What follows belongs to an exercise in optimizing a design on an open flow for small area, a short achievable clock period and few clock cycles per item; a production flow would make more cautious choices.
Where RTL was checked, it was by simulation tests only, not by an equivalence proof against the original.

job 6076:
## ooo_core
module ooo_core (
    input  wire logic        clk,
    input  wire logic        i_arst_n,
    input  wire logic        i_disp_valid,
    input  wire logic [2:0]  i_disp_op,
    input  wire logic [4:0]  i_disp_rdst,
    input  wire logic [31:0] i_disp_a,
    input  wire logic [31:0] i_disp_b,
    output logic             o_disp_ready,
    output logic             o_ret_valid,
    output logic [4:0]       o_ret_rdst,
    output logic [2:0]       o_ret_tag,
    output logic [31:0]      o_ret_data,
    input  wire logic        i_ret_ready
);
    function automatic logic [31:0] rev32(logic [31:0] v);
        for (int i = 0; i < 32; i++) rev32[i] = v[31-i];
    endfunction
    logic        en;
    logic        take;
    logic        is_mul, is_shift, is_addsub, is_sub;
    logic [31:0] a0;
    logic [15:0] one0, two0, neg0;
    logic [32:0] bx;
    logic [31:0] bs;
    assign is_mul    = (i_disp_op == 3'd7);
    assign is_shift  = (i_disp_op == 3'd5) | (i_disp_op == 3'd6);
    assign is_addsub = (i_disp_op == 3'd0) | (i_disp_op == 3'd1);
    assign is_sub    = (i_disp_op == 3'd1);
    assign bs        = i_disp_b ^ {32{is_sub}};
    always_comb begin
        case (i_disp_op)
            3'd2:    a0 = i_disp_a & i_disp_b;
            3'd3:    a0 = i_disp_a | i_disp_b;
            3'd4:    a0 = i_disp_a ^ i_disp_b;
            3'd6:    a0 = rev32(i_disp_a);
            default: a0 = i_disp_a;
        endcase
    end
    assign bx = {i_disp_b, 1'b0};
    always_comb begin
        for (int j = 0; j < 16; j++) neg0[j] = bx[2*j+2] & is_mul;
    end
    always_comb begin
        for (int j = 0; j < 16; j++) begin
            if (is_mul) begin
                one0[j] = bx[2*j+1] ^ bx[2*j];
  ...
Size: ~2,100 cells after synthesis, roughly 310 flip-flops, about 120 I/O pins.
Settings: LEC_CHECK=0, CAP_MARGIN=20, CORE_MARGIN=2, CORE_UTILIZATION=55, SETUP_SLACK_MARGIN=2.8, SLEW_MARGIN=20; clock period 6.5 ns.
standard.sh (not shown) runs the stock make flow with config.mk's settings and CLKGATE_MAP_FILE= SYNTH_SCRIPT=/design/flow/synth_recipe.tcl, a recipe that flattens the netlist after the stock synthesis.
==> flow/flow/run.sh <==
#!/bin/bash
# The standard layout (standard.sh, unchanged ORFS steps), with one synthesis option:
# SYNTH_ARGS=-noabc skips the quick "abc -fast" inside Yosys's generic synth, so that
# extract_fa meets the carry-save adder tree as the RTL writes it and maps it onto
# full-adder cells without inverters between them. The main ABC mapping still runs.
# Registers and their names are the same as the standard synthesis's.
# Port buffers: every input and output port still gets its own buffer, but the smallest
# plain buffer rather than a delay buffer; the resizer upsizes the ones that need it.
set -euo pipefail
cd "$(dirname "${BASH_SOURCE[0]}")/.."
export SYNTH_ARGS="-noabc"
export BUFFER_PORTS_ARGS="-buffer_cell sky130_fd_sc_hd__buf_1"
bash standard.sh > flow_standard.log 2>&1
Setup changes, job 6076 to job 4375
-- flow/config.mk --
<<< job 6076, line 8
export CAP_MARGIN = 20
export CORE_MARGIN = 2
export CORE_UTILIZATION = 55
export SETUP_SLACK_MARGIN = 2.8
export SLEW_MARGIN = 20
>>> job 4375, line 8
export CAP_MARGIN = 20
export CORE_MARGIN = 2
export CORE_UTILIZATION = 40
export SETUP_SLACK_MARGIN = 2.8
export SLEW_MARGIN = 20
- Compared with job 6076, in job 4375 flip-flop and latch count neither gained nor lost much, share of the final layout cell area in multi-input gates neither gained nor lost much, utilization lost 17 points, global routing usage on met1 lost 10 points.
- First-pass GRT wire length went up by a few percent going from job 6076 to job 4375.
- Comparing number of placed instances, taps included for job 4375 and job 6076, the bigger number came from job 4375.
- Comparing job 4375 against job 6076, there is no change at all in port buffer count.
- Post-CTS setup repair buffer count on job 4375 is down relative to job 6076.
- Compared job 6076 against job 4375; share of cell area taken by flip-flops and latches within noise.
For job 284, these inputs were changed with respect to job 4375:
-- flow/config.mk --
<<< job 4375, line 9
export CORE_MARGIN = 2
export CORE_UTILIZATION = 40
export SETUP_SLACK_MARGIN = 2.8
export SLEW_MARGIN = 20
>>> job 284, line 9
export CORE_MARGIN = 2
export CORE_UTILIZATION = 40
export CTS_BUF_LIST = sky130_fd_sc_hd__clkbuf_4 sky130_fd_sc_hd__clkbuf_8
export SETUP_SLACK_MARGIN = 2.8
export SLEW_MARGIN = 20
Results
Looking at job 4375 and job 284, the sequential share of layout area is a wash. [compare] base=job 4375 new=job 284: initial antenna violation count shows an increase of 1. Compared with job 4375, job 284 degrades final area. On job 284: number of detailed-routing iterations run before antenna repair is 2 higher than what job 4375 gave.
No functional check of the RTL was part of any run of this note.

========
Another version of the RTL of ooo_core (not shown whole).
For scale: about 280 flip-flops, ~25,000 sq um of cells after synthesis.
clock: 6.5 ns
lec_check: 0
cap_margin: 20
core_margin: 2
core_utilization: 40
setup_slack_margin: 2.8
slew_margin: 20
run.sh (not shown) runs the stock make flow with config.mk's settings and CLKGATE_MAP_FILE= SYNTH_SCRIPT=/design/flow/synth_recipe.tcl, a recipe that flattens the netlist after the stock synthesis.
Stock flow here: none of the scripts above is used.
Testbench counts at the start, summed over its fixed seeds: cycles 9,148, items 8,000.
Then changed:
--- a/flow/config.mk
+++ b/flow/config.mk
@@ -9,4 +9,4 @@
 export CORE_MARGIN = 2
 export CORE_UTILIZATION = 40
-export SETUP_SLACK_MARGIN = 2.8
+export SETUP_SLACK_MARGIN = 3.2
 export SLEW_MARGIN = 20
The changed run went through all stages and came out clean.
Core utilization is higher by 1.6 points.
Global-route usage is higher by 0.81 points.
Worst setup slack gets better by 0.011 ns.

========
build 55:
ooo_core, a different RTL version from the one above (not shown whole).
Size in the first run: roughly 2100 cells after synthesis, about 250 flip-flops.
clock: 6.5 ns
lec_check: 0
cap_margin: 20
core_margin: 2
core_utilization: 40
setup_slack_margin: 3.0
slew_margin: 20
standard.sh (not shown) runs the stock make flow with config.mk's settings and CLKGATE_MAP_FILE= SYNTH_SCRIPT=/design/flow/synth_recipe.tcl, a recipe that flattens the netlist after the stock synthesis.
==> flow/flow/run.sh <==
#!/bin/bash
# The standard layout (standard.sh, unchanged ORFS steps), with one synthesis option:
# SYNTH_ARGS=-noabc skips the quick "abc -fast" inside Yosys's generic synth, so that
# extract_fa meets the carry-save adder tree as the RTL writes it and maps it onto
# full-adder cells without inverters between them. The main ABC mapping still runs.
# Registers and their names are the same as the standard synthesis's.
# Port buffers: every input and output port still gets its own buffer, but the smallest
# plain buffer rather than a delay buffer; the resizer upsizes the ones that need it.
# Clock tree: no dummy loads and larger sink clusters, for fewer clock cells.
set -euo pipefail
cd "$(dirname "${BASH_SOURCE[0]}")/.."
export SYNTH_ARGS="-noabc"
export BUFFER_PORTS_ARGS="-buffer_cell sky130_fd_sc_hd__buf_1"
export CTS_ARGS="-sink_clustering_enable -repair_clock_nets -dont_use_dummy_load -sink_clustering_size 20 -sink_clustering_max_diameter 100"
bash standard.sh > flow_standard.log 2>&1
Every stage of the flow completed for build 55, and the final layout passed the timing, design-rule and antenna checks.
Testbench counts of build 55, summed over its fixed seeds: cycles 9,148, items 8,000.
Here is what was changed in the inputs of build 39 compared with build 55.
- SETUP_SLACK_MARGIN: 3.0 -> 3.2
[summary]
Build 39 improves on build 55 in final critical path time including I/O delays and setup. [build 39 vs build 55] global-route wire length before repair: higher in build 39. Between build 55 and build 39, the global-route usage does not differ in any meaningful way. Build 39 against build 55: worst setup slack now sits higher; sequential cell area share now sits lower. fa_2 as the cell with the largest stage delay on the worst path was reported by build 39, and fa_1 by build 55. out_q[29] as the worst setup path endpoint was reported by build 39, and out_q[30] by build 55. Going from build 55 to build 39, wire length higher; HPWL reported at the end of detailed placement increased by about 2% relative to the old numbers; placed instance area was more or less identical.
What build 50 does differently from build 39 at the input level:
- changing SETUP_SLACK_MARGIN from 3.2 to 2.8
diff --git a/flow/flow/run.sh b/flow/flow/run.sh
--- a/flow/flow/run.sh
+++ b/flow/flow/run.sh
@@ -7,9 +7,7 @@
 # Port buffers: every input and output port still gets its own buffer, but the smallest
 # plain buffer rather than a delay buffer; the resizer upsizes the ones that need it.
-# Clock tree: no dummy loads and larger sink clusters, for fewer clock cells.
 set -euo pipefail
 cd "$(dirname "${BASH_SOURCE[0]}")/.."
 export SYNTH_ARGS="-noabc"
 export BUFFER_PORTS_ARGS="-buffer_cell sky130_fd_sc_hd__buf_1"
-export CTS_ARGS="-sink_clustering_enable -repair_clock_nets -dont_use_dummy_load -sink_clustering_size 20 -sink_clustering_max_diameter 100"
 bash standard.sh > flow_standard.log 2>&1
Results
- Upper clock frequency limit, build 50 and build 39: smaller value in build 50
- Build 50 reached the final stage; the timing, design-rule and antenna checks on its layout passed.
- Delta (build 50 minus build 39): sequential cell count held steady, instance count after placement with tap cells included held steady, clock-buffer cell count grew by 15.

========
ooo_core, a different RTL version from the one above (not shown whole).
Size in the first run: roughly 2400 cells after synthesis, ~240 flip-flops.
export LEC_CHECK = 0
export CAP_MARGIN = 20
export CORE_MARGIN = 2
export CORE_UTILIZATION = 40
export SETUP_SLACK_MARGIN = 3.0
export SLEW_MARGIN = 20
create_clock -name core_clock -period 6.5 [get_ports {clk}]
run.sh (not shown) runs the stock make flow with config.mk's settings and CLKGATE_MAP_FILE= SYNTH_SCRIPT=/design/flow/synth_recipe.tcl, a recipe that flattens the netlist after the stock synthesis.
Stock flow here: none of the scripts above is used.
The starting point completed without violations.
Edit:
- SETUP_SLACK_MARGIN: 3.0 -> unset
Critical path depth climbs by 1.
Design area goes down by about 11%.
Global-route usage drops by 1.3 points.
Core utilization is lower by 5.4 points.
Die area is unchanged.
Routed wire length came out lower by 6.4%.
Fmax decreases by 18%.
Clock skew rose by 0.0053 ns.
Function was not checked in any run of this note: the RTL went through the layout flow alone.

==> afterwards: timing with drivers on the ports <==
How much do the figures lean on ideal ports? The routed layouts below were timed once more, with nothing changed but the port constraints.
Step 1: set_driving_cell puts a clkbuf_16 on clk and a buf_2 on each other input, an assumption about the parent block.
Step 2, shift: input delay + t, output delay - t, t = (earliest + latest rising clock arrival at the registers) / 2. This alone moves slack from input paths to output paths.
Three values: no drivers, after step 1, after step 2; two values: the first two.
run | shift t [ns] | setup WS [ns] | worst setup path after step 2
job 6076 | 0.607 | 2.743 / 2.743 / 2.743 | register to register
job 4375 | 0.615 | 2.696 / 2.696 / 2.696 | register to register
job 284 | 0.714 | 2.687 / 2.687 / 2.687 | register to register
the first run of note 2 | 0.595 | 2.842 / 2.842 / 2.686 | input to register
the second run of note 2 | 0.618 | 2.852 / 2.852 / 2.804 | input to register
build 55 | 0.581 | 2.927 / 2.927 / 2.683 | input to register
build 39 | 0.565 | 3.053 / 3.053 / 2.847 | input to register
build 50 | 0.639 | 2.855 / 2.855 / 2.841 | input to register
the first run of note 4 | 0.650 | 2.609 / 2.616 / 1.966 | input to register
the second run of note 4 | 0.627 | 1.744 / 1.776 / 1.149 | input to register
After both steps setup and hold are still met in every run listed. For the first run of note 4, which loses most, drivers alone change the setup slack by +0.007 ns; drivers and shift together by -0.643 ns.
